Background: an optimization exercise with open tools, aiming at small area and a short achievable clock period. Do not read the settings as production practice.
The RTL was checked by simulation tests, not by an equivalence proof against the original design.
No activity file was given, so power comes from the tool's default toggle rates.

// debug_top
module debug_top (
    input  logic            clk,
    input  logic            rst_n,
    input  logic [60:0]     dm_req,
    input  logic            trig,
    input  logic            eb,
    output logic [35:0]     dm_rsp,
    output logic            debug,
    output logic            halted,
    output logic            step_en,
    output logic [31:0]     pc
);
    logic        halt_req, resume_req, exec, transfer, wr;
    logic [7:0]  cmdtype;
    logic [15:0] regno;
    logic [31:0] data;
    assign halt_req   = dm_req[60];
    assign resume_req = dm_req[59];
    assign exec       = dm_req[58];
    assign cmdtype    = dm_req[57:50];
    assign transfer   = dm_req[49];
    assign wr         = dm_req[48];
    assign regno      = dm_req[47:32];
    assign data       = dm_req[31:0];
    logic s_run, s_halt, s_res, s_abs;
    logic debug_q, halted_q;
    logic a_q, e_q;
    logic step_q, ebm_q;
    logic [2:0]  cause_q;
    logic [31:0] dpc_q, pc_q;
    logic [31:0] pc_next;
    logic [4:0] idx_q;
    logic wg_q, wd_q, wp_q, exc_q;
    logic [31:0] gpr [1:31];
    logic entry, ns_run, ns_halt, ns_res, ns_abs;
    logic step_n, ebm_n;
    logic is_gpr, is_dcsr, is_dpc, aar;
    logic use_pc;
    logic [2:0] cause_n;
    logic debug_i;
    assign debug_i = !resume_req && (a_q || (s_run && (trig || halt_req)) || (e_q && eb));
    assign entry   = debug_i && !debug_q;
    dbg_port u_dbg (
  ...
Size: ~2200 cells after synthesis, ~1100 flip-flops, about 140 I/O pins, roughly 41000 um^2 of cells after synthesis.
==> module debug_top, before the edit <==
module debug_top (
    input  logic            clk,
    input  logic            rst_n,
    input  logic [60:0]     dm_req,
    input  logic            trig,
    input  logic            eb,
    output logic [35:0]     dm_rsp,
    output logic            debug,
    output logic            halted,
    output logic            step_en,
    output logic [31:0]     pc
);
    logic        halt_req, resume_req, exec, transfer, wr;
    logic [7:0]  cmdtype;
    logic [15:0] regno;
    logic [31:0] data;
    assign halt_req   = dm_req[60];
    assign resume_req = dm_req[59];
    assign exec       = dm_req[58];
    assign cmdtype    = dm_req[57:50];
    assign transfer   = dm_req[49];
    assign wr         = dm_req[48];
    assign regno      = dm_req[47:32];
    assign data       = dm_req[31:0];
    logic s_run, s_halt, s_res, s_abs;
    logic debug_q, halted_q;
    logic a_q, e_q;
    logic step_q, ebm_q;
    logic [2:0]  cause_q;
    logic [31:0] dpc_q, pc_q;
    logic [31:0] pc_next;
    logic [4:0] idx_q;
    logic wg_q, wd_q, wp_q, exc_q;
    logic [31:0] gpr [1:31];
    logic entry, ns_run, ns_halt, ns_res, ns_abs;
    logic step_n, ebm_n;
    logic is_gpr, is_dcsr, is_dpc, aar;
    logic use_pc;
    logic [2:0] cause_n;
    logic debug_i;
    assign debug_i = !resume_req && (a_q || (s_run && (trig || halt_req)) || (e_q && eb));
    assign entry   = debug_i && !debug_q;
    dbg_port u_dbg (
        .resume_req (resume_req),
        .halt_req   (halt_req),
        .trig       (trig),
        .eb         (eb),
        .a_q        (a_q),
        .s_run      (s_run),
        .e_q        (e_q),
        .debug      (debug)
    );
    assign ns_abs  = rst_n && s_halt && !resume_req && exec;
    assign ns_res  = rst_n && s_halt && resume_req;
    assign ns_halt = rst_n && ((s_run && debug_i) || s_abs || (s_halt && !resume_req && !exec));
    assign ns_run  = !rst_n || s_res || (s_run && !debug_i);
    assign step_n = !rst_n ? 1'b0 : (wd_q ? data[2]  : step_q);
    assign ebm_n  = !rst_n ? 1'b0 : (wd_q ? data[15] : ebm_q);
    assign is_gpr  = regno[15:5] == 11'h080;
    assign is_dcsr = regno == 16'h07B0;
    assign is_dpc  = regno == 16'h07B1;
    assign aar     = ns_abs && (cmdtype == 8'd0) && transfer;
    assign pc_next = pc_q + 32'd4;
    always_comb begin
        if (trig)                 cause_n = 3'd2;
        else if (eb && ebm_q)     cause_n = 3'd1;
        else if (halt_req)        cause_n = 3'd3;
        else                      cause_n = 3'd4;
    end
    assign use_pc = trig || (eb && (ebm_q || halt_req));
    always_ff @(posedge clk) begin
        s_run    <= ns_run;
        s_halt   <= ns_halt;
        s_res    <= ns_res;
        s_abs    <= ns_abs;
        debug_q  <= rst_n && debug_i;
        halted_q <= rst_n && (halted_q || (debug_i && ns_halt)) && !ns_res;
        a_q      <= rst_n && (debug_i || (ns_run && step_n));
        e_q      <= rst_n && ns_run && ebm_n;
        step_q   <= step_n;
        ebm_q    <= ebm_n;
        idx_q     <= regno[4:0];
        wg_q      <= aar && wr && is_gpr;
        wd_q      <= aar && wr && is_dcsr;
        wp_q      <= aar && wr && is_dpc;
        exc_q     <= aar && !(is_gpr || is_dcsr || is_dpc);
    end
    always_ff @(posedge clk) begin
        if (!rst_n) begin
            cause_q <= 3'd0;
        end else if (entry) begin
            cause_q <= cause_n;
        end
    end
    always_ff @(posedge clk) begin
        if (!rst_n) begin
            pc_q <= 32'd0;
        end else if (s_run && !debug_i) begin
            pc_q <= pc_next;
        end else if (s_res) begin
            pc_q <= dpc_q;
        end
    end
    always_ff @(posedge clk) begin
        if (entry) begin
            dpc_q <= use_pc ? pc_q : pc_next;
        end else if (wp_q) begin
            dpc_q <= data;
        end
    end
    logic [31:0] gd0, gd1;
    assign gd0 = data & {32{rst_n}};
    assign gd1 = data | {32{!rst_n}};
    always_ff @(posedge clk) begin
        for (int i = 1; i < 32; i++) begin
            if (!rst_n || (wg_q && (idx_q == 5'(i)))) begin
                for (int b = 0; b < 32; b++) begin
                    gpr[i][b] <= ((b % 8) < 5 && ((i >> (b % 8)) & 1) != 0) ? gd1[b] : gd0[b];
                end
            end
        end
    end
    logic [31:0] rdn, rdn_q;
    logic [31:0] rsel;
    logic [32*32-1:0] rin;
    logic sel_dcsr;
    always_comb begin
        rsel[0] = !regno[12] && regno[0];
        rin[31:0] = dpc_q;
        for (int i = 1; i < 32; i++) begin
            rsel[i] = regno[12] && (regno[4:0] == 5'(i));
            rin[i*32 +: 32] = gpr[i];
        end
    end
    assign sel_dcsr = !regno[12] && !regno[0];
    rd_mux u_rd (
        .sel  (rsel),
        .din  (rin),
        .dsel (sel_dcsr),
        .dcsr ({1'b0, 1'b1, 14'd0, ebm_q, 6'd0, cause_q, 3'd0, step_q, 2'd0}),
        .qn   (rdn)
    );
    always_ff @(posedge clk) begin
        rdn_q <= rdn;
    end
    assign halted  = halted_q;
    assign step_en = step_q;
    assign pc      = pc_q;
    assign dm_rsp  = {halted_q, s_abs, exc_q, 1'b0, ~rdn_q};
endmodule
==> flow/config.mk <==
export PLATFORM = sky130hd
export DESIGN_NAME = debug_top
export DESIGN_NICKNAME = debug_top
export VERILOG_FILES = /design/flow/design.v
export SDC_FILE = /design/flow/constraint.sdc
export NUM_CORES = 4
export LEC_CHECK = 0
export CAP_MARGIN = 20
export CORE_MARGIN = 2
export CORE_UTILIZATION = 40
export CTS_BUF_LIST = sky130_fd_sc_hd__clkbuf_16
export CTS_CLUSTER_DIAMETER = 100
export CTS_CLUSTER_SIZE = 24
export SETUP_SLACK_MARGIN = 2.9
export SLEW_MARGIN = 20
export SYNTH_HIERARCHICAL = 1
export SYNTH_MINIMUM_KEEP_SIZE = 0
==> flow/constraint.sdc <==
create_clock -name core_clock -period 5.5 [get_ports {clk}]
set_input_delay 1.1000 -clock core_clock [delete_from_list [all_inputs] [get_ports {clk}]]
set_output_delay 1.1000 -clock core_clock [all_outputs]
set_load 0.01 [all_outputs]
standard.sh (not shown) runs the stock make flow with config.mk's settings and CLKGATE_MAP_FILE= SYNTH_SCRIPT=/design/flow/synth_recipe.tcl, a recipe that flattens the netlist after the stock synthesis.
==> flow/flow/run.sh <==
#!/bin/bash
# Standard layout, with plain buffers on the ports instead of the delay
# buffers that buffer_ports picks by default.
set -e
export BUFFER_PORTS_ARGS="-buffer_cell sky130_fd_sc_hd__buf_2"
bash standard.sh > standard.log 2>&1
The first run completed without violations.
Change:
--- a/flow/design.v
+++ b/flow/design.v
@@ -94,14 +94,15 @@
     logic debug_q, halted_q;
     logic a_q, e_q;
     logic step_q, ebm_q;
     logic [2:0]  cause_q;
     logic [31:0] dpc_q, pc_q;
     logic [31:0] pc_next;
-    logic [4:0] idx_q;
-    logic wg_q, wd_q, wp_q, exc_q;
+    logic [3:0] wa_q;
+    logic [7:0] wb_q;
+    logic wd_q, wp_q, exc_q;
     logic [31:0] gpr [1:31];
     logic entry, ns_run, ns_halt, ns_res, ns_abs;
     logic step_n, ebm_n;
     logic is_gpr, is_dcsr, is_dpc, aar;
     logic use_pc;
     logic [2:0] cause_n;
@@ -125,13 +126,21 @@
     assign step_n = !rst_n ? 1'b0 : (wd_q ? data[2]  : step_q);
     assign ebm_n  = !rst_n ? 1'b0 : (wd_q ? data[15] : ebm_q);
     assign is_gpr  = regno[15:5] == 11'h080;
     assign is_dcsr = regno == 16'h07B0;
     assign is_dpc  = regno == 16'h07B1;
     assign aar     = ns_abs && (cmdtype == 8'd0) && transfer;
-    assign pc_next = pc_q + 32'd4;
+    logic [32:2] pc_cy;
+    always_comb begin
+        pc_next[1:0] = pc_q[1:0];
+        pc_cy[2] = 1'b1;
+        for (int k = 2; k < 32; k++) begin
+            pc_next[k]  = pc_q[k] ^ pc_cy[k];
+            pc_cy[k+1]  = pc_cy[k] & pc_q[k];
+        end
+    end
     always_comb begin
         if (trig)                 cause_n = 3'd2;
         else if (eb && ebm_q)     cause_n = 3'd1;
         else if (halt_req)        cause_n = 3'd3;
         else                      cause_n = 3'd4;
     end
@@ -144,14 +153,18 @@
         debug_q  <= rst_n && debug_i;
         halted_q <= rst_n && (halted_q || (debug_i && ns_halt)) && !ns_res;
         a_q      <= rst_n && (debug_i || (ns_run && step_n));
         e_q      <= rst_n && ns_run && ebm_n;
         step_q   <= step_n;
         ebm_q    <= ebm_n;
-        idx_q     <= regno[4:0];
-        wg_q      <= aar && wr && is_gpr;
+        for (int j = 0; j < 4; j++) begin
+            wa_q[j] <= aar && wr && is_gpr && (regno[4:3] == 2'(j));
+        end
+        for (int k = 0; k < 8; k++) begin
+            wb_q[k] <= regno[2:0] == 3'(k);
+        end
         wd_q      <= aar && wr && is_dcsr;
         wp_q      <= aar && wr && is_dpc;
         exc_q     <= aar && !(is_gpr || is_dcsr || is_dpc);
     end
     always_ff @(posedge clk) begin
         if (!rst_n) begin
@@ -178,32 +191,35 @@
     end
     logic [31:0] gd0, gd1;
     assign gd0 = data & {32{rst_n}};
     assign gd1 = data | {32{!rst_n}};
     always_ff @(posedge clk) begin
         for (int i = 1; i < 32; i++) begin
-            if (!rst_n || (wg_q && (idx_q == 5'(i)))) begin
+            if (!rst_n || (wa_q[i >> 3] && wb_q[i & 7])) begin
                 for (int b = 0; b < 32; b++) begin
                     gpr[i][b] <= ((b % 8) < 5 && ((i >> (b % 8)) & 1) != 0) ? gd1[b] : gd0[b];
                 end
             end
         end
     end
     logic [31:0] rdn, rdn_q;
     logic [31:0] rsel;
     logic [32*32-1:0] rin;
     logic sel_dcsr;
     always_comb begin
-        rsel[0] = !regno[12] && regno[0];
         rin[31:0] = dpc_q;
         for (int i = 1; i < 32; i++) begin
-            rsel[i] = regno[12] && (regno[4:0] == 5'(i));
             rin[i*32 +: 32] = gpr[i];
         end
     end
-    assign sel_dcsr = !regno[12] && !regno[0];
+    rd_dec u_dec (
+        .r12  (regno[12]),
+        .idx  (regno[4:0]),
+        .sel  (rsel),
+        .dsel (sel_dcsr)
+    );
     rd_mux u_rd (
         .sel  (rsel),
         .din  (rin),
         .dsel (sel_dcsr),
         .dcsr ({1'b0, 1'b1, 14'd0, ebm_q, 6'd0, cause_q, 3'd0, step_q, 2'd0}),
         .qn   (rdn)
@@ -212,12 +228,28 @@
         rdn_q <= rdn;
     end
     assign halted  = halted_q;
     assign step_en = step_q;
     assign pc      = pc_q;
     assign dm_rsp  = {halted_q, s_abs, exc_q, 1'b0, ~rdn_q};
+endmodule
+module rd_dec (
+    input  logic        r12,
+    input  logic [4:0]  idx,
+    output logic [31:0] sel,
+    output logic        dsel
+);
+    logic [3:0] hi;
+    logic [7:0] lo;
+    always_comb begin
+        for (int j = 0; j < 4; j++) hi[j] = r12 && (idx[4:3] == 2'(j));
+        for (int k = 0; k < 8; k++) lo[k] = idx[2:0] == 3'(k);
+        sel[0] = !r12 && idx[0];
+        for (int i = 1; i < 32; i++) sel[i] = hi[i >> 3] && lo[i & 7];
+    end
+    assign dsel = !r12 && !idx[0];
 endmodule
 module rd_mux (
     input  logic [31:0]       sel,
     input  logic [32*32-1:0]  din,
     input  logic              dsel,
     input  logic [31:0]       dcsr,
After rerunning: Routed wire length falls by 12%. Power rises by about 2%. Via count falls by about 7%. Cell count falls by about 5%. Critical path depth rises by 23. Sequential power stays flat. Register-to-register slack loses 2700 ps. Global-route usage falls by 2.9 points. Clock skew rises by 13 ps. Worst setup slack loses 2700 ps. Die area falls by 0.60%. Non-clock buffer count falls by 66. Design area falls by 0.38%.

afterwards: timing with drivers on the ports:
The flow's constraints put no driver on any port. The routed layouts listed below were extracted and timed again, unchanged, in two steps. Step 1 assumes that a clkbuf_16 drives the clock port and a buf_2 every other input. Step 2 moves the port delays by t, midway between the first and last clock arrival at a register: inputs arrive t later, outputs are due t later. That takes back most of the time a late clock gives input paths. a / b / c = ideal ports / drivers / drivers and shift; a / b = the first two.
run	t (ns)	setup WS [ns]	worst slew at a driven data input, ns	pins driven straight from the clock port
the first run	0.712	2.864 / 2.824 / 2.197	0.10	1
the second run	0.706	0.166 / 0.166 / 0.166	0.06	1
After both steps setup and hold are still met in every run listed. The setup slack of the first run, which loses most, moves by -0.040 ns with the drivers and by -0.667 ns with both steps.
